This design comes from an exercise in tuning for small area, a short achievable clock period and few clock cycles on the open sky130 flow, not from production work. Function was checked by simulation only, so behaviour that the tests miss may differ from the original. No activity file was given, so power comes from the tool's default toggle rates.

===== design/flow/config.mk =====
export PLATFORM = sky130hd
export DESIGN_NAME = core_top
export DESIGN_NICKNAME = core_top
export VERILOG_FILES = /design/flow/design.v
export SDC_FILE = /design/flow/constraint.sdc
export NUM_CORES = 4
export LEC_CHECK = 0
export CAP_MARGIN = 20
export CORE_MARGIN = 2
export CORE_UTILIZATION = 50
export CTS_CLUSTER_DIAMETER = 80
export CTS_CLUSTER_SIZE = 20
export SETUP_SLACK_MARGIN = 3.5
export SLEW_MARGIN = 20
export SYNTH_HIERARCHICAL = 1

===== design/flow/constraint.sdc =====
create_clock -name core_clock -period 10.0 [get_ports {clk_cpu}]
set_input_delay 2.0000 -clock core_clock [delete_from_list [all_inputs] [get_ports {clk_cpu}]]
set_output_delay 2.0000 -clock core_clock [all_outputs]
set_load 0.01 [all_outputs]

===== design/flow/design.v =====
`default_nettype none
package core_pkg;
    localparam logic [4:0] OP_LUI    = 5'b01101;
    localparam logic [4:0] OP_AUIPC  = 5'b00101;
    localparam logic [4:0] OP_JAL    = 5'b11011;
    localparam logic [4:0] OP_JALR   = 5'b11001;
    localparam logic [4:0] OP_BRANCH = 5'b11000;
    localparam logic [4:0] OP_LOAD   = 5'b00000;
    localparam logic [4:0] OP_STORE  = 5'b01000;
    localparam logic [4:0] OP_IMM    = 5'b00100;
    localparam logic [4:0] OP_REG    = 5'b01100;
endpackage
`default_nettype wire
`timescale 1ns/1ps
`default_nettype none
module rf_aoi222 (
    input  logic a0, b0, a1, b1, a2, b2,
    output logic y
);
    assign y = !((a0 && b0) || (a1 && b1) || (a2 && b2));
endmodule
module rf_aoi22 (
    input  logic a0, b0, a1, b1,
    output logic y
);
    assign y = !((a0 && b0) || (a1 && b1));
endmodule
`default_nettype wire
`timescale 1ns/1ps
`default_nettype none
module ks_oai (
    input  logic gh_n, th_n, gl_n, tl_n,
    output logic g, t
);
    assign g = !(gh_n && (th_n || gl_n));
    assign t = !(th_n || tl_n);
endmodule
module ks_aoi (
    input  logic gh, th, gl, tl,
    output logic g_n, t_n
);
    assign g_n = !(gh || (th && gl));
    assign t_n = !(th && tl);
endmodule
module ks_oai_g (
    input  logic gh_n, th_n, gl_n,
    output logic g
);
    assign g = !(gh_n && (th_n || gl_n));
endmodule
module ks_aoi_g (
    input  logic gh, th, gl,
    output logic g_n
);
    assign g_n = !(gh || (th && gl));
endmodule
module ks_pg (
    input  logic a, b,
    output logic g_n, t_n
);
    assign g_n = !(a && b);
    assign t_n = !(a || b);
endmodule
module ks_inv (
    input  logic a,
    output logic y
);
    assign y = !a;
endmodule
module alu_add (
    input  logic [31:0] a,
    input  logic [31:0] b,
    input  logic        ci,
    output logic [31:0] s,
    output logic        geu,
    output logic        ge
);
    logic [31:0] g [0:5];
    logic [31:0] t [0:5];
    assign g[0][0] = !ci;
    assign t[0][0] = 1'b1;
    for (genvar k = 1; k < 32; k++) begin : g_l0
        ks_pg i_pg (.a(a[k-1]), .b(b[k-1]), .g_n(g[0][k]), .t_n(t[0][k]));
    end
    for (genvar l = 1; l <= 5; l++) begin : g_lvl
        localparam int D = 1 << (l - 1);
        for (genvar k = 0; k < 32; k++) begin : g_pos
            if (k < D) begin : g_pass
                ks_inv i_g (.a(g[l-1][k]), .y(g[l][k]));
                assign t[l][k] = 1'b0;
            end else if (k < 2 * D || l == 5) begin : g_gonly
                if (l % 2 == 1) begin : g_o
                    ks_oai_g i_c (.gh_n(g[l-1][k]), .th_n(t[l-1][k]), .gl_n(g[l-1][k-D]),
                                  .g(g[l][k]));
                end else begin : g_a
                    ks_aoi_g i_c (.gh(g[l-1][k]), .th(t[l-1][k]), .gl(g[l-1][k-D]),
                                  .g_n(g[l][k]));
                end
                assign t[l][k] = 1'b0;
            end else begin : g_full
                if (l % 2 == 1) begin : g_o
                    ks_oai i_c (.gh_n(g[l-1][k]), .th_n(t[l-1][k]), .gl_n(g[l-1][k-D]),
                                .tl_n(t[l-1][k-D]), .g(g[l][k]), .t(t[l][k]));
                end else begin : g_a
                    ks_aoi i_c (.gh(g[l-1][k]), .th(t[l-1][k]), .gl(g[l-1][k-D]),
                                .tl(t[l-1][k-D]), .g_n(g[l][k]), .t_n(t[l][k]));
                end
            end
        end
    end
    logic [31:0] c, x;
    assign c = g[5];
    assign x = a ^ b;
    assign s = x ^ c;
    assign geu = (a[31] && b[31]) || (x[31] && c[31]);
    assign ge  = (!a[31] && !b[31]) || (x[31] && c[31]);
endmodule
`default_nettype wire
`timescale 1ns/1ps
`default_nettype none
module core_top (
    input  logic                  clk_cpu,
    input  logic                  arst_n,
    input  logic                  mem_ready,
    input  logic [32-1:0] mem_rdata,
    output logic                  mem_req,
    output logic                  mem_we,
    output logic [32-1:0] mem_addr,
    output logic [32-1:0] mem_wdata
);
    localparam int XL = 32;
    localparam int NR = 32;
    logic st_boot, st_fw, st_exb, st_mw;
    logic exv;                     
    logic [XL-1:1] fpc;            
    logic [31:7]   ir;
    logic [XL-1:0] op1, op2;       
    logic [XL-1:0] wd;             
    logic d_wr;                    
    logic d_arith;                 
    logic d_sub;                   
    logic d_jal, d_jalr, d_load, d_store;
    logic d_beq, d_blt, d_bltu;    
    logic d_binv;                  
    logic d_sum;                   
    logic d_mem;                   
    logic [XL-1:0] regs [1:NR-1];
    logic [NR-1:1] valid;
    logic [6:0] r_opc;
    logic [2:0] r_f3;
    logic [4:0] r_rs1, r_rs2;
    logic       r_lui, r_auipc, r_jal, r_jalr, r_branch, r_load, r_store, r_opimm, r_opreg;
    logic       r_slow, fready;
    assign r_opc    = mem_rdata[6:0];
    assign r_f3     = mem_rdata[14:12];
    assign r_rs1    = mem_rdata[19:15];
    assign r_rs2    = mem_rdata[24:20];
    assign r_lui    = (r_opc == 7'b0110111);
    assign r_auipc  = (r_opc == 7'b0010111);
    assign r_jal    = (r_opc == 7'b1101111);
    assign r_jalr   = (r_opc == 7'b1100111) && r_f3 == 3'b000;
    assign r_branch = (r_opc == 7'b1100011) && r_f3[2:1] != 2'b01;
    assign r_load   = (r_opc == 7'b0000011) && r_f3 == 3'b010;
    assign r_store  = (r_opc == 7'b0100011) && r_f3 == 3'b010;
    assign r_opimm  = (r_opc == 7'b0010011);
    assign r_opreg  = (r_opc == 7'b0110011);
    assign r_slow   = !mem_rdata[4];
    assign fready   = st_fw && mem_ready;
    logic          rd_wen;
    logic [XL-1:0] rd_data;
    logic [NR-1:1] wsel;
    always_comb begin
        for (int i = 1; i < NR; i++) wsel[i] = rd_wen && ir[11:7] == 5'(i);
    end
    always_ff @(posedge clk_cpu) begin
        for (int i = 1; i < NR; i++) begin
            if (wsel[i]) regs[i] <= rd_data;
        end
    end
    logic [NR-1:1] sel1, sel2;
    logic          fwd1, fwd2;
    always_comb begin
        fwd1 = 1'b0;
        fwd2 = 1'b0;
        for (int i = 1; i < NR; i++) begin
            sel1[i] = r_rs1 == 5'(i) && valid[i] && !wsel[i];
            sel2[i] = r_rs2 == 5'(i) && valid[i] && !wsel[i];
            fwd1    = fwd1 || (r_rs1 == 5'(i) && wsel[i]);
            fwd2    = fwd2 || (r_rs2 == 5'(i) && wsel[i]);
        end
    end
    logic [XL-1:0] rd1, rd2;
    for (genvar b = 0; b < XL; b++) begin : g_rd
        logic [10:0] g1, g2;
        for (genvar k = 0; k < 9; k++) begin : g_grp
            rf_aoi222 i_c1 (
                .a0(sel1[3*k+1]), .b0(regs[3*k+1][b]),
                .a1(sel1[3*k+2]), .b1(regs[3*k+2][b]),
                .a2(sel1[3*k+3]), .b2(regs[3*k+3][b]), .y(g1[k])
            );
            rf_aoi222 i_c2 (
                .a0(sel2[3*k+1]), .b0(regs[3*k+1][b]),
                .a1(sel2[3*k+2]), .b1(regs[3*k+2][b]),
                .a2(sel2[3*k+3]), .b2(regs[3*k+3][b]), .y(g2[k])
            );
        end
        rf_aoi22 i_c1a (
            .a0(sel1[28]), .b0(regs[28][b]), .a1(sel1[29]), .b1(regs[29][b]), .y(g1[9])
        );
        rf_aoi22 i_c1b (
            .a0(sel1[30]), .b0(regs[30][b]), .a1(sel1[31]), .b1(regs[31][b]), .y(g1[10])
        );
        rf_aoi22 i_c2a (
            .a0(sel2[28]), .b0(regs[28][b]), .a1(sel2[29]), .b1(regs[29][b]), .y(g2[9])
        );
        rf_aoi22 i_c2b (
            .a0(sel2[30]), .b0(regs[30][b]), .a1(sel2[31]), .b1(regs[31][b]), .y(g2[10])
        );
        assign rd1[b] = !(&g1);
        assign rd2[b] = !(&g2);
    end
    logic [XL-1:0] alu_result, sum;
    logic [2:0]    f3;
    logic          eq, lt, ltu;
    assign f3   = d_arith ? ir[14:12] : 3'b000;
    logic          geu, ge;
    alu_add i_add (.a(op1), .b(op2), .ci(d_sub), .s(sum), .geu(geu), .ge(ge));
    assign eq   = &(op1 ^ op2);        
    assign ltu  = !geu;
    assign lt   = !ge;
    logic [XL-1:0] shin, shr, shout;
    logic          left;
    assign left = !f3[2];
    always_comb begin
        for (int i = 0; i < XL; i++) shin[i] = left ? op1[XL-1-i] : op1[i];
    end
    assign shr = XL'($signed({ir[30] && !left && op1[XL-1], shin}) >>> op2[4:0]);
    always_comb begin
        for (int i = 0; i < XL; i++) shout[i] = left ? shr[XL-1-i] : shr[i];
    end
    always_comb begin
        case (f3)
            3'b000:  alu_result = sum;
            3'b001:  alu_result = shout;
            3'b010:  alu_result = {{(XL-1){1'b0}}, lt};
            3'b011:  alu_result = {{(XL-1){1'b0}}, ltu};
            3'b100:  alu_result = op1 ^ op2;
            3'b101:  alu_result = shout;
            3'b110:  alu_result = op1 | op2;
            default: alu_result = op1 & op2;
        endcase
    end
    logic [XL-1:0] r_immi, r_imms, r_immu, rs1_nx, rs2_nx, op1_nx, op2_nx;
    logic          r_sub;
    assign r_immi = {{20{mem_rdata[31]}}, mem_rdata[31:20]};
    assign r_imms = {{20{mem_rdata[31]}}, mem_rdata[31:25], mem_rdata[11:7]};
    assign r_immu = {mem_rdata[31:12], 12'b0};
    assign r_sub  = (r_opreg && r_f3 == 3'b000 && mem_rdata[30])
                 || ((r_opimm || r_opreg) && r_f3[2:1] == 2'b01) || r_branch;
    assign rs1_nx = rd1 | ({XL{fwd1}} & alu_result);
    assign rs2_nx = rd2 | ({XL{fwd2}} & alu_result);
    always_comb begin
        if (r_lui)
            op1_nx = '0;
        else if (r_auipc)
            op1_nx = {fpc, 1'b0};
        else
            op1_nx = rs1_nx;
        if (r_lui || r_auipc)
            op2_nx = r_immu;
        else if (r_opimm || r_jalr || r_load)
            op2_nx = r_immi;
        else if (r_store)
            op2_nx = r_imms;
        else
            op2_nx = rs2_nx;
        op2_nx = op2_nx ^ {XL{r_sub}};
    end
    logic taken;
    assign taken = ((d_beq && eq) || (d_blt && lt) || (d_bltu && ltu)) ^ d_binv;
    logic [XL-1:1] fpc4, tgt, tgt_nx, timm;
    assign fpc4   = fpc + 31'd2;
    assign timm   = r_jal ? {{11{mem_rdata[31]}}, mem_rdata[31], mem_rdata[19:12], mem_rdata[20],
                             mem_rdata[30:21]}
                          : {{19{mem_rdata[31]}}, mem_rdata[31], mem_rdata[7], mem_rdata[30:25],
                             mem_rdata[11:8]};
    assign tgt_nx = fpc + timm;
    logic sel_sum, sel_tgt;
    assign sel_sum = st_exb && d_sum;
    assign sel_tgt = st_exb && (d_jal || taken);
    assign mem_req   = st_boot || (fready && !r_slow) || st_exb || (st_mw && mem_ready);
    assign mem_we    = st_exb && d_store;
    assign mem_wdata = wd;
    always_comb begin
        if (sel_sum)
            mem_addr = {sum[XL-1:2], sum[1] && d_jalr, 1'b0};
        else if (sel_tgt)
            mem_addr = {tgt, 1'b0};
        else
            mem_addr = {fpc4, 1'b0};
    end
    assign rd_wen  = (exv && d_wr) || (st_exb && (d_jal || d_jalr)) || (st_mw && mem_ready && d_load);
    assign rd_data = st_mw ? mem_rdata : st_exb ? {fpc4, 1'b0} : alu_result;
    always_ff @(posedge clk_cpu or negedge arst_n) begin
        if (!arst_n) begin
            st_boot <= 1'b0;
            st_fw   <= 1'b0;
            st_exb  <= 1'b0;
            st_mw   <= 1'b0;
            exv     <= 1'b0;
            fpc     <= {{(XL-3){1'b1}}, 2'b10};    
            valid   <= '0;
        end else begin
            st_boot <= !(st_boot || st_fw || st_exb || st_mw);
            st_fw   <= st_boot || (st_fw && !(mem_ready && r_slow))
                    || (st_exb && !d_mem) || (st_mw && mem_ready);
            st_exb  <= fready && r_slow;
            st_mw   <= (st_exb && d_mem) || (st_mw && !mem_ready);
            exv     <= fready && !r_slow;
            if (mem_req && !(st_exb && d_mem)) fpc <= mem_addr[XL-1:1];
            valid   <= valid | wsel;
        end
    end
    always_ff @(posedge clk_cpu) begin
        if (fready) begin
            ir[11:7] <= mem_rdata[11:7];
            d_load   <= r_load;
            d_store  <= r_store;
            d_mem    <= r_load || r_store;
        end
    end
    always_ff @(posedge clk_cpu) begin
        ir[31:12] <= mem_rdata[31:12];
        op1       <= op1_nx;
        op2       <= op2_nx;
        wd        <= rs2_nx;
        tgt       <= tgt_nx;
        d_wr      <= (r_lui || r_auipc || r_opimm || r_opreg) && mem_rdata[11:7] != 5'd0;
        d_arith   <= r_opimm || r_opreg;
        d_sub     <= r_sub;
        d_jal     <= r_jal;
        d_beq     <= r_branch && r_f3[2:1] == 2'b00;
        d_blt     <= r_branch && r_f3[2:1] == 2'b10;
        d_bltu    <= r_branch && r_f3[2:1] == 2'b11;
        d_binv    <= r_branch && r_f3[0];
        d_jalr    <= r_jalr;
        d_sum     <= r_jalr || r_load || r_store;
    end
endmodule
`default_nettype wire

===== design/flow/run.sh =====
#!/bin/bash
# synth_recipe.tcl (not shown) runs the flow's synth.tcl, then flattens the netlist and writes it again
# the make line also repeats each setting of config.mk as NAME=value (left out here)
make -C /OpenROAD-flow-scripts/flow DESIGN_CONFIG=/design/flow/config.mk WORK_HOME=/design/flow/orfs CLKGATE_MAP_FILE= SYNTH_SCRIPT=/design/flow/synth_recipe.tcl finish

==> reports/metrics.yaml, run 1 <==
synth:
  synth.ff_latch_count: 1208
  synth_cells: 4469
  synth_ff_type: "edfxtp_1"
  syn_area_per_cell_sq_um: 13.1
  syn_area_sq_um: 58700
  synth_edf_count: 1000
  synth_fp_nets: 4602
  async_flop_share_pct: 5.55
  ys_seq_area_share_pct: 58.9
  ys.warnings.count: 14
  ys_types: 93
setup_path:
  r2r_end: "op2[0]$_DFF_P_"
  worst-r2r-cell-count: 16
  critPathCaptureType: "output port"
  rrSetupSlack_ns: 4.33
  path_class: "flop to output port"
  arrival_ns: 4.50
  worstPathRequired_ns: 8.00
  cp_max_fo: 15
  r2r-start: "st_exb$_DFF_PN0_"
  startpoint_type: "flop"
timing:
  tightest_slew_ns: 1.33
  finalHoldViolations: 0
  worst_slew_margin_rel_pct: 11.5
  period_minus_slack_ns: 6.50
  setup-tns-final_ns: 0
  period_share_pct: 65.0
  grt_setup_unrepaired: "true"
  finalSetupViolCount: 0
  max_freq_mhz: 154
  fin_skew_ns: 0.0360
  drv_slew: 0
pwr:
  pwr-share-clk_pct: 24.8
  p_sw_mw: 4.75
  power.combinational.fraction_pct: 26.6
  power_leakage_nw: 22.5
  vdd_drop_max_uv: 188
  power_frac_seq_pct: 48.7
  intPower_mw: 8.95
  p_total_mw: 13.7
  powerDensity_nw_per_um2: 206
  switching_share_pct: 34.7
floorplan:
  fp.dieArea_sq_um: 120000
  die_h_um: 347
  initial_utilization_pct: 50.4
  num_rows: 125
  fp.dieW_um: 347
  ios: 101
  core_sq_um: 116000
flow_run:
  max_cap_violations: 0
drt:
  drt_iter0_drc: 10922
  routed_via_density: 7.92
  wire_per_inst_um: 43.9
  drtAntennaViolNets: 0
  wirelength_um: 277000
  drt_first_pass_iters: 13
  dr_total_vias: 49970
  drc: 0
layout:
  layout-drive-gt1-share_pct: 20.7
  regArea_sq_um: 34600
  syn_to_final_growth_pct: 13.2
  design_area_sq_um: 66500
  utilization_pct: 57.1
  layout.nets: 4869
  multi_input_comb_area_sq_um: 24100
  nFillCells: 9595
clocking:
  holdBufCountCts: 0
  cts_sinks: 1208
  cts.reportedPaths.clkPinSlew_ns: 0.08
  root_buffer: "clkbuf_16"
  cts_tree: "built"
  clockBufferDepth: 3
  clk_latency_ns: 0.71
  cts_htree_levels: 3
  cts_buffers: 78
grt:
  gr-total-overflow: 0
  grt_usage_pct: 44.8
  grt_pass1_wl_um: 375000
  grt_pass1_vias: 45866
  grt_antenna_before_repair: 21
  grt_start_max_net_pins: 68
placement:
  place_area_sq_um: 63400
  gp_congestion: 1.02
  hpwl_um: 182000
  port_buffers: 99
status:
  outcome: "no timing/DRC/antenna violations"
worst_hold_path:
  min_path_cells: 1
  hold_end: "valid[4]$_DFF_PN0_"
  hp-start: "valid[4]$_DFF_PN0_"
  holdCritPathClass: "flop to flop"
==> critical path, cell delays in order, from the launching register on <==
cell and delay (ns):
dfxtp_4 0.39, buf_12 0.17, clkinvlp_4 0.16, ha_1 0.33
nand4_1 0.23, or4_4 0.60, nor4_4 0.19, a41oi_2 0.18
xnor2_2 0.21, buf_4 0.17, o21ai_4 0.07, buf_12 0.20
mux2i_1 0.12, a21oi_2 0.20, clkdlybuf4s50_1 0.57
==> registers in the layout, summed over array words and instances (netlist names), 9 cells and up <==
| name | cells |
|---|---|
| wd | 32 |
| regs | 992 |
| op1 | 32 |
| ir | 9 |
| fpc | 31 |
| op2 | 32 |
| tgt | 31 |
| valid | 31 |
==> power by group through the flow <==
stage	registers [mW]	clock network (mW)	logic [mW]
floorplan	6.58	0	1.85
global placement	6.75	0	3.45
detailed placement	6.75	0	3.45
CTS	6.64	3.38	3.44
global route	6.68	3.56	3.75
finish	6.67	3.39	3.64
==> cells in the final DEF, fill, tap and decap left out, types with 65 or more instances in the layout <==
| master | count |
|---|---|
| a222oi_1 | 579 |
| edfxtp_1 | 1000 |
| o21ai_2 | 74 |
| nand2_1 | 273 |
| nand4_1 | 148 |
| o21ai_0 | 117 |
| clkdlybuf4s50_1 | 69 |
| buf_4 | 222 |
| clkbuf_16 | 81 |
| ha_1 | 95 |
| dfxtp_1 | 101 |
| a21oi_1 | 220 |
| xnor2_1 | 65 |
| nor2_1 | 222 |
| nand3_1 | 101 |
| a22oi_2 | 128 |
| mux2i_1 | 78 |
| inv_1 | 133 |
==> per-module statistics from Yosys, one instance, submodules excluded <==
module     copies in the design  cell area, sq um  cells inside  flip-flops and latches
rf_aoi222                   576              10.0             1                       0
ks_pg                        31              7.51             2                       0
ks_oai_g                     21              5.00             1                       0
core_top                      1             48800          3409                    1208
ks_oai                       54              12.5             2                       0
ks_inv                       31              3.75             1                       0
alu_add                       1               788            36                       0
rf_aoi22                    128              12.5             1                       0
ks_aoi                       44              12.5             2                       0
ks_aoi_g                     10              8.76             1                       0
==> timing repair <==
| action | in CTS | in global routing |
|---|---|---|
| pin swaps | 9 | 4 |
| setup endpoints to repair | 32 | 26 |
| cloned | 3 | 2 |
| resized for setup | 129 | 51 |
| buffers inserted | 11 | 8 |
==> how the worst max path moves through the flow <==
stage / startpoint / end / slack, ns
after floorplan: mem_ready / op2[0]$_DFF_P_ / 3.63
after detailed placement: op2[2]$_DFF_P_ / mem_addr[23] / 2.40
after CTS: op2[13]$_DFF_P_ / mem_addr[15] / 3.44
after global placement: op2[2]$_DFF_P_ / mem_addr[18] / 2.49
after global routing: op2[0]$_DFF_P_ / mem_addr[2] / 3.44
final: op2[3]$_DFF_P_ / mem_addr[15] / 3.50
==> per-layer routing <==
metal  GRT usage, %  up-vias  wire (um)  part of all wire (%)
li1               -    19567          -                     -
met1           55.2    24827      94200                    34
met2           68.0     4501     121000                    44
met3           14.2     1055      39100                    14
met4           29.6       20      22700                   8.2
met5           1.00        -        272                 0.098
==> metrics by stage <==
stage          instances  setup WS, ns  hold slack [ns]
5_1_grt             6308          3.44            0.483
2_1_floorplan       4469          3.63            0.428
3_3_place_gp        6155          2.49            0.447
4_1_cts             6297          3.44            0.469
6_report            6313          3.50            0.469
3_5_place_dp        6155          2.40            0.446
==> synthesized netlist by cell type, drive strengths merged (18+ instances only) <==
| master | n | share of area, % |
|---|---|---|
| dfstp | 30 | 1.3 |
| a222oi | 579 | 9.9 |
| xor2 | 21 | 0.31 |
| dfxtp | 141 | 4.8 |
| nand3 | 103 | 0.88 |
| ha | 95 | 2.0 |
| nand4 | 148 | 1.6 |
| dfrtp | 37 | 1.6 |
| buf | 41 | 0.40 |
| o22ai | 37 | 0.39 |
| xnor2 | 67 | 1.0 |
| or2 | 39 | 0.42 |
| nor4 | 38 | 0.40 |
| o221ai | 22 | 0.34 |
| nand2b | 26 | 0.28 |
| nor2 | 270 | 1.7 |
| o211ai | 21 | 0.27 |
| mux2i | 78 | 1.3 |
| mux4 | 43 | 1.7 |
| o21ai | 224 | 2.3 |
| mux2 | 50 | 0.96 |
| nand2 | 277 | 1.8 |
| a21o | 25 | 0.32 |
| edfxtp | 1000 | 51 |
| a21oi | 281 | 2.7 |
| inv | 136 | 0.87 |
| xor3 | 31 | 1.3 |
| clkbuf | 107 | 0.69 |
| nor3 | 100 | 0.85 |
| and3 | 18 | 0.19 |
| a22oi | 131 | 2.8 |
==> cells by family after synthesis <==
kind of cell	after synthesis	share of synthesized area, %
adder cells (fa/ha/maj)	98	2.13
flip-flops	1208	58.9
AND/OR/NAND/NOR	1097	9.06
XOR/XNOR	119	2.57
buffers and inverters	287	1.99
AO/OA/AOI/OAI	1488	21.4
other	1	0.00639
multiplexers	171	3.97
==> final cells by class <==
type                    count  share of cell area (%)
diodes                      5                  0.0188
clock buffers             105                    3.12
clock inverters            23                   0.469
inverters                 138                   0.804
multi-input cells        2975                    36.3
flip-flops and latches   1208                    52.1
well taps                1524                    2.87
repair buffers            335                    4.34
Testbench counts, summed over its fixed seeds: cycles 6,639.
==> run 2, diff against run 1 <==
--- a/design/flow/design.v
+++ b/design/flow/design.v
@@ -63,2 +63,9 @@
 endmodule
+module ks_top (
+    input  logic g_n, t_n, c,
+    output logic geu, ge
+);
+    assign geu = !g_n || (!t_n && c);
+    assign ge  = t_n || (g_n && c);
+endmodule
 module ks_inv (
@@ -79,2 +86,3 @@
     logic [31:0] t [0:5];
+    logic        g31_n, t31_n;
     assign g[0][0] = !ci;
@@ -114,4 +122,4 @@
     assign s = x ^ c;
-    assign geu = (a[31] && b[31]) || (x[31] && c[31]);
-    assign ge  = (!a[31] && !b[31]) || (x[31] && c[31]);
+    ks_pg  i_pg31 (.a(a[31]), .b(b[31]), .g_n(g31_n), .t_n(t31_n));
+    ks_top i_top (.g_n(g31_n), .t_n(t31_n), .c(c[31]), .geu(geu), .ge(ge));
 endmodule
==> design/flow/flow/run.sh (new file) <==
#!/bin/bash
# The standard layout (standard.sh: standard synthesis, floorplan, power
# grid, placement, CTS, routing), with two changes to how ports and cells are
# sized:
#  - the port buffers that buffer_ports inserts are plain buf_4 cells instead
#    of the slow clkdlybuf4s50_1 delay cells it picks by default;
#  - timing repair may swap a cell for an equivalent one of another footprint.
# The whole make output goes to layout.log in this folder; ORFS keeps each
# step's own log under orfs/logs.
set -euo pipefail
bash standard.sh \
    'BUFFER_PORTS_ARGS=-buffer_cell sky130_fd_sc_hd__buf_4' \
    MATCH_CELL_FOOTPRINT=0 \
    finish > layout.log 2>&1
==> design/flow/standard.sh (new file) <==
#!/bin/bash
# synth_recipe.tcl (not shown) runs the flow's synth.tcl, then flattens the netlist and writes it again
# the make line also repeats each setting of config.mk as NAME=value (left out here)
make -C /OpenROAD-flow-scripts/flow DESIGN_CONFIG=/design/flow/config.mk WORK_HOME=/design/flow/orfs CLKGATE_MAP_FILE= SYNTH_SCRIPT=/design/flow/synth_recipe.tcl "${@:-finish}"
--- a/design/flow/config.mk
+++ b/design/flow/config.mk
@@ -12,3 +12,3 @@
 export CTS_CLUSTER_SIZE = 20
-export SETUP_SLACK_MARGIN = 3.5
+export SETUP_SLACK_MARGIN = 4.2
 export SLEW_MARGIN = 20
removed: design/flow/run.sh
==> reports/metrics.yaml, run 2 <==
clocking:
  cts.reportedPaths.clkPinSlew_ns: 0.08
  holdBufCountCts: 0
  cts_buffers: 78
  cts_sinks: 1208
  clk_latency_ns: 0.72
  cts_tree: "built"
  clockBufferDepth: 3
  root_buffer: "clkbuf_16"
  cts_htree_levels: 3
timing:
  max_freq_mhz: 166
  worst_slew_margin_rel_pct: 8.65
  period_minus_slack_ns: 6.03
  drv_slew: 0
  setup-tns-final_ns: 0
  finalHoldViolations: 0
  holdWs_ns: 0.470
  tightest_slew_ns: 1.36
  finalSetupViolCount: 0
  fin_skew_ns: 0.0440
  period_share_pct: 60.3
  grt_setup_unrepaired: "true"
pwr:
  pwr-share-clk_pct: 24.5
  power_leakage_nw: 22.7
  power.combinational.fraction_pct: 27.5
  intPower_mw: 9.04
  powerDensity_nw_per_um2: 207
  vdd_drop_max_uv: 166
  p_sw_mw: 4.81
  power_frac_seq_pct: 48.0
  switching_share_pct: 34.7
setup_path:
  crit_slowest_cell: "or4_4"
  r2r-start: "d_arith$_DFF_P_"
  worstPathRequired_ns: 8.00
  r2r_end: "regs[7][7]$_DFFE_PP_"
  path_class: "flop to output port"
  crit_chain: "inv_1, ha_1, nand4_1, or4_4, nor4_4, a41oi_2, xnor2_2, o21ai_4, buf_12, buf_12, mux2i_4, a21oi_2, buf_4"
  critPathCaptureType: "output port"
  cp_max_fo: 10
  worst-r2r-cell-count: 12
  crit_path_frequent_cell: "buf_12"
  arrival_ns: 4.03
  startpoint_type: "flop"
  rrSetupSlack_ns: 4.30
  critPathMaxStageDelay_ns: 0.50
worst_hold_path:
  min_path_cells: 1
  hp-start: "valid[25]$_DFF_PN0_"
  hold_end: "valid[25]$_DFF_PN0_"
  holdCritPathClass: "flop to flop"
synth:
  ys.warnings.count: 14
  synth_fp_nets: 4602
  synth_commonest_cells: "1000 x edfxtp_1, 579 x a222oi_1, 277 x nand2_1"
  post-synth-top-count-cell: "edfxtp_1"
  syn_area_per_cell_sq_um: 13.1
  ys_seq_area_share_pct: 58.9
  synth.ff_latch_count: 1208
  async_flop_share_pct: 5.55
  synth_ff_type: "edfxtp_1"
  yosys.area.top_type: "edfxtp_1"
  synth_cells: 4471
  synth.top_cell.area_share_pct: 51.1
  ys_types: 93
  synth.area.top_cells: "edfxtp_1 51%, a222oi_1 9.9%, dfxtp_1 4.8%"
  syn_area_sq_um: 58700
  synth_edf_count: 1000
layout:
  syn_to_final_growth_pct: 13.7
  layout-drive-gt1-share_pct: 23.6
  layout.nets: 4883
  top_register: "regs"
  nFillCells: 9453
  final_cell_mix: "1000 x edfxtp_1, 579 x a222oi_1, 319 x buf_4, 272 x nand2_1, 218 x nor2_1"
  largest_reg_flops: 992
  layout_commonest_cell: "edfxtp_1"
placement:
  port_buffers: 99
  gp_congestion: 1.04
  hpwl_um: 184000
floorplan:
  num_rows: 125
  die_h_um: 347
  fp.dieArea_sq_um: 120000
  fp.dieW_um: 347
  core_sq_um: 116000
  initial_utilization_pct: 50.5
  ios: 101
grt:
  grt_pass1_wl_um: 379000
  grt_usage_pct: 45.6
  grt_start_max_net_pins: 68
  gr-total-overflow: 0
  grt_antenna_before_repair: 15
  grt_pass1_vias: 46411
status:
  outcome: "no timing/DRC/antenna violations"
drt:
  drt_iter0_drc: 10837
  dr_total_vias: 50071
  wirelength_um: 280000
  drtAntennaViolNets: 0
  wire_per_inst_um: 44.4
  drt_first_pass_iters: 14
  routed_via_density: 7.92
  drc: 0
flow_run:
  max_cap_violations: 0
[run 2: cell types whose count changed after synthesis, sizes merged]
cell / change
a21o: +1
fa: -2
inv: -1
nand2: +1
nor2: +1
o21ai: +1
xor3: +1
[run 2: timing repair]
action	CTS	global route
setup endpoints to repair	32	65
resized for setup	127	62
pin swaps	36	18
buffers inserted	25	9
gates cloned	7	0
[run 2: worst max-delay path by stage]
stage / cells after the start / slack (ns) / to / start
2_1_floorplan: 14 / 4.08 / mem_addr[10] / op2[1]$_DFF_P_
3_3_place_gp: 13 / 2.98 / mem_addr[12] / op2[2]$_DFF_P_
3_5_place_dp: 13 / 2.93 / mem_addr[12] / op2[2]$_DFF_P_
4_1_cts: 15 / 3.94 / mem_addr[2] / op2[1]$_DFF_P_
5_1_grt: 15 / 3.92 / mem_addr[12] / op2[1]$_DFF_P_
6_report: 13 / 3.97 / mem_addr[21] / op1[0]$_SDFF_PP0_
[run 2: area by class of cell]
cell class	count	area [sq um]	area share [%]
Clock inverter	24	300	0.450
Sequential cell	1208	34700	52.0
Multi-Input combinational cell	2977	24300	36.4
Antenna cell	7	17.5	0.0262
Clock buffer	93	2080	3.12
Inverter	137	529	0.793
Timing Repair Buffer	350	2920	4.37
Tap cell	1524	1910	2.86
[run 2: critical path: cells and delay by family (launching register included)]
kind	cells	cell delay, ns
xor+xnor	1	0.26
fa+ha+maj	1	0.36
simple gates	3	0.95
flops	1	0.45
compound gates	3	0.52
mux	1	0.18
buf+inv	4	0.59
[run 2: logic make-up (layout without fill, tap and decap cells)]
group	count (synthesis)	count (layout)	share of synthesized area (%)
compound gates	1490	1490	21.4
xor+xnor	120	120	2.61
buf+inv	286	604	1.98
mux	171	171	3.97
fa+ha+maj	96	96	2.06
other cells	1	8	0.00639
simple gates	1099	1099	9.08
flops	1208	1208	58.9
[run 2: power by group through the flow]
| stage | Sequential (mW) | Clock (mW) | Combinational, mW |
|---|---|---|---|
| 6_report | 6.65 | 3.39 | 3.81 |
| 5_1_grt | 6.65 | 3.56 | 3.91 |
| 4_1_cts | 6.62 | 3.38 | 3.58 |
| 3_5_place_dp | 6.72 | 0 | 3.49 |
| 3_3_place_gp | 6.73 | 0 | 3.48 |
| 2_1_floorplan | 6.58 | 0 | 1.85 |
[run 2: per-stage QoR]
step / total power, mW / std cells / setup slack [ns] / cell area (sq um) / utilization, %
after floorplan: 8.44 / 4471 / 4.08 / 58800 / -
after global placement: 10.2 / 6153 / 2.98 / 63200 / 54.3
after detailed placement: 10.2 / 6155 / 2.93 / 63300 / 54.4
after CTS: 13.6 / 6304 / 3.94 / 66400 / 57.1
after global routing: 14.1 / 6313 / 3.92 / 66700 / 57.3
final: 13.8 / 6320 / 3.97 / 66700 / 57.4
[run 2: modules after synthesis, one instance, submodules excluded]
module / flops+latches / cells inside
ks_aoi_g: 0 / 1
rf_aoi22: 0 / 1
alu_add: 0 / 33
ks_top: 0 / 3
ks_aoi: 0 / 2
ks_oai_g: 0 / 1
core_top: 1208 / 3409
ks_oai: 0 / 2
rf_aoi222: 0 / 1
ks_inv: 0 / 1
ks_pg: 0 / 2
[run 2: layer usage]
metal	track usage, %	wire length, um	share of wire [%]	up-vias
met5	0	101	0.036	-
met4	28.1	21700	7.7	14
met3	16.2	42800	15	990
met2	67.9	120000	43	4637
met1	56.9	95500	34	24808
li1	-	-	-	19622
Testbench counts of run 2, summed over its fixed seeds: cycles 6,639.
==> run 3, diff against run 2 <==
--- a/design/flow/design.v
+++ b/design/flow/design.v
@@ -82,3 +82,4 @@
     output logic        geu,
-    output logic        ge
+    output logic        ge,
+    output logic        eq
 );
@@ -122,2 +123,3 @@
     assign s = x ^ c;
+    assign eq = &x;
     ks_pg  i_pg31 (.a(a[31]), .b(b[31]), .g_n(g31_n), .t_n(t31_n));
@@ -234,4 +236,3 @@
     logic          geu, ge;
-    alu_add i_add (.a(op1), .b(op2), .ci(d_sub), .s(sum), .geu(geu), .ge(ge));
-    assign eq   = &(op1 ^ op2);        
+    alu_add i_add (.a(op1), .b(op2), .ci(d_sub), .s(sum), .geu(geu), .ge(ge), .eq(eq));
     assign ltu  = !geu;
==> reports/metrics.yaml, run 3 <==
worst_hold_path:
  holdCritPathClass: "flop to flop"
  hold_end: "valid[30]$_DFF_PN0_"
  hp-start: "valid[30]$_DFF_PN0_"
  min_path_cells: 1
floorplan:
  fp.dieW_um: 348
  initial_utilization_pct: 50.2
  num_rows: 126
  ios: 101
  fp.dieArea_sq_um: 121000
  die_h_um: 348
  core_sq_um: 118000
placement:
  hpwl_um: 187000
  port_buffers: 99
  dp_cells: 6238
  place_area_sq_um: 63700
  gp_congestion: 1.05
clocking:
  cts_tree: "built"
  root_buffer: "clkbuf_16"
  cts_sinks: 1208
  clk_latency_ns: 0.74
  holdBufCountCts: 0
  clockBufferDepth: 3
  cts_htree_levels: 3
  cts_buffers: 78
  cts.reportedPaths.clkPinSlew_ns: 0.09
pwr:
  p_sw_mw: 6.35
  power_frac_seq_pct: 43.4
  vdd_drop_max_uv: 171
  powerDensity_nw_per_um2: 239
  switching_share_pct: 39.1
  power.combinational.fraction_pct: 36.1
  intPower_mw: 9.90
  power_leakage_nw: 22.8
  pwr-share-clk_pct: 20.5
drt:
  drtAntennaViolNets: 0
  wl_met1_um: 96000
  wirelength_um: 291000
  routed_via_density: 7.93
  wire_per_inst_um: 44.8
  drt_first_pass_iters: 12
  wl_met3_um: 42500
  maxUsedRoutingLayer: "met5"
  dr_total_vias: 51593
  drt_iter0_drc: 10758
  drc: 0
  route.met2.wl_um: 123000
setup_path:
  arrival_ns: 3.94
  worstPathRequired_ns: 8.00
  worst-r2r-cell-count: 11
  startpoint_type: "flop"
  rrSetupSlack_ns: 4.17
  path_class: "flop to output port"
  critPathCaptureType: "output port"
  r2r_end: "regs[28][19]$_DFFE_PP_"
  r2r-start: "d_arith$_DFF_P_"
  cp_max_fo: 11
synth:
  yosys.area.top_type: "edfxtp_1"
  syn_area_per_cell_sq_um: 13.0
  synth_commonest_cells: "1000 x edfxtp_1, 582 x a222oi_1, 269 x nor2_1"
  synth_ff_type: "edfxtp_1"
  synth.ff_latch_count: 1208
  synth_cells: 4551
  ys_seq_area_share_pct: 58.5
  post-synth-top-count-cell: "edfxtp_1"
  syn_area_sq_um: 59100
  synth_edf_count: 1000
  synth.top_cell.area_share_pct: 50.8
  synth_fp_nets: 4682
  ys_types: 91
  synth.area.top_cells: "edfxtp_1 51%, a222oi_1 9.9%, dfxtp_1 4.8%"
  ys.warnings.count: 14
  async_flop_share_pct: 5.55
timing:
  tightest_slew_ns: 1.37
  finalHoldViolations: 0
  max_freq_mhz: 168
  fin_skew_ns: 0.0905
  worst_slew_margin_rel_pct: 7.87
  grt_setup_unrepaired: "true"
  drv_slew: 0
  period_share_pct: 59.4
  period_minus_slack_ns: 5.94
  holdWs_ns: 0.469
  setup-tns-final_ns: 0
  finalSetupViolCount: 0
layout:
  final_cell_mix: "1000 x edfxtp_1, 582 x a222oi_1, 428 x buf_4, 232 x nand2_1, 199 x nor2_1"
  layout-drive-gt1-share_pct: 26.4
  layout_commonest_cell: "edfxtp_1"
  fin_cells: 6504
  largest_reg_flops: 992
  layout.nets: 5040
  top_register: "regs"
  syn_to_final_growth_pct: 15.3
  design_area_sq_um: 68100
grt:
  grt_pass1_vias: 48249
  gr-total-overflow: 0
  grt_usage_pct: 47.1
  grt_antenna_before_repair: 36
  grt_start_max_net_pins: 68
  grt_pass1_wl_um: 391000
flow_run:
  max_cap_violations: 0
status:
  outcome: "no timing/DRC/antenna violations"
## run 3: changes by cell type after synthesis, moves of 14 or more
| cell | previous run | this run |
|---|---|---|
| a2111oi_0 | 7 | 21 |
| a21boi_0 | 3 | 17 |
| a21oi_1 | 227 | 172 |
| clkbuf_1 | 106 | 137 |
| mux2i_1 | 78 | 63 |
| nand2_1 | 277 | 251 |
| o21ai_0 | 143 | 177 |
| o22ai_1 | 37 | 21 |
| xnor2_1 | 67 | 124 |
| xor3_1 | 32 | 0 |
## run 3: layout make-up
cell class	instances	area [sq um]
flip-flops and latches	1208	34800
clock buffers	109	2110
fillers	9622	49500
well taps	1536	1920
diodes	13	32.5
clock inverters	17	268
repair buffers	453	3650
multi-input cells	3031	24800
inverters	137	514
## run 3: critical path, stage by stage, from the launching register on
cell	delay [ns]
dfxtp_4	0.38
buf_4	0.18
xnor2_1	0.46
nor4_2	0.12
nand4_1	0.23
nor2_2	0.11
a222oi_1	0.40
xnor2_1	0.22
o21ai_4	0.08
buf_12	0.18
buf_4	0.14
buf_12	0.14
nand2_1	0.06
o21ai_0	0.12
a21oi_2	0.22
buf_4	0.16
## run 3: cell families after synthesis
| group | synth area share, % |
|---|---|
| AOI/OAI and AO/OA | 21.9 |
| adders and majority gates | 2.05 |
| DFF | 58.5 |
| and+or+nand+nor | 9.02 |
| muxes | 4.19 |
| buffers and inverters | 2.07 |
| xor gates and xnor gates | 2.30 |
| other | 0.00635 |
## run 3: per-stage QoR
| step | total power, mW | util (%) | setup WS, ns |
|---|---|---|---|
| floorplan | 9.69 | - | 4.11 |
| global placement | 12.2 | 54.1 | 3.17 |
| detailed placement | 12.2 | 54.1 | 3.39 |
| CTS | 15.8 | 57.4 | 4.14 |
| global route | 16.5 | 57.9 | 3.93 |
| finish | 16.3 | 57.9 | 4.06 |
## run 3: worst max-delay path by stage
stage | from | endpoint | slack [ns] | cells past startpoint
after global placement | mem_ready | op1[4]$_SDFF_PP0_ | 3.17 | 11
after floorplan | mem_ready | op2[3]$_DFF_P_ | 4.11 | 15
after CTS | op2[13]$_DFF_P_ | mem_addr[30] | 4.14 | 18
final | op2[22]$_DFF_P_ | mem_addr[25] | 4.06 | 15
after global routing | op2[2]$_DFF_P_ | mem_addr[25] | 3.93 | 19
after detailed placement | op1[28]$_SDFF_PP0_ | mem_addr[3] | 3.39 | 15
## run 3: per-layer routing
layer	track usage, %	up-vias
li1	-	20070
met1	56.1	25362
met2	69.0	4741
met3	16.9	1386
met4	37.6	34
met5	0.920	-
## run 3: power groups by stage
stage	sequential [mW]	clock (mW)	combinational, mW
2_1_floorplan	7.00	0	2.68
3_3_place_gp	7.21	0	4.98
3_5_place_dp	7.21	0	4.99
4_1_cts	7.03	3.34	5.39
5_1_grt	7.06	3.50	5.99
6_report	7.05	3.33	5.87
## run 3: per-module statistics from Yosys (local to each module, per instance)
module     times used  flip-flops and latches  cells
alu_add             1                       0     76
core_top            1                    1208   3446
ks_aoi             44                       0      2
ks_aoi_g           10                       0      1
ks_inv             31                       0      1
ks_oai             54                       0      2
ks_oai_g           21                       0      1
ks_pg              32                       0      2
ks_top              1                       0      3
rf_aoi22          128                       0      1
rf_aoi222         576                       0      1
## run 3: timing repair
| item | CTS | global route |
|---|---|---|
| endpoints found under the setup margin | 31 | 68 |
| resized for setup | 227 | 68 |
| pin swaps | 51 | 40 |
| cloned | 7 | 0 |
| buffers inserted | 93 | 26 |
Testbench counts of run 3, summed over its fixed seeds: cycles 6,639.

afterwards: timing with drivers on the ports:
The results above use ideal ports. As a check the final layouts listed here were re-extracted and re-timed, cells and wires unchanged.
Step 1 assumes that a clkbuf_16 drives the clock port and a buf_2 every other input.
Step 2, shift: input delay + t, output delay - t, t = (earliest + latest rising clock arrival at the registers) / 2. This alone moves slack from input paths to output paths.
Slacks: no drivers / after step 1 / after step 2; pairs: no drivers / after step 1.
| run | shift t [ns] | slack for setup (ns) | worst data-port slew with drivers (ns) | cell pins on the clock port's net |
|---|---|---|---|---|
| run 1 | 0.764 | 3.495 / 3.419 / 2.888 | 0.10 | 1 |
| run 2 | 0.765 | 3.969 / 3.898 / 3.271 | 0.10 | 1 |
| run 3 | 0.770 | 4.064 / 3.986 / 3.497 | 0.09 | 1 |
After both steps setup and hold are still met in every run listed. The setup slack of run 2, which loses most, moves by -0.071 ns with the drivers and by -0.698 ns with both steps.
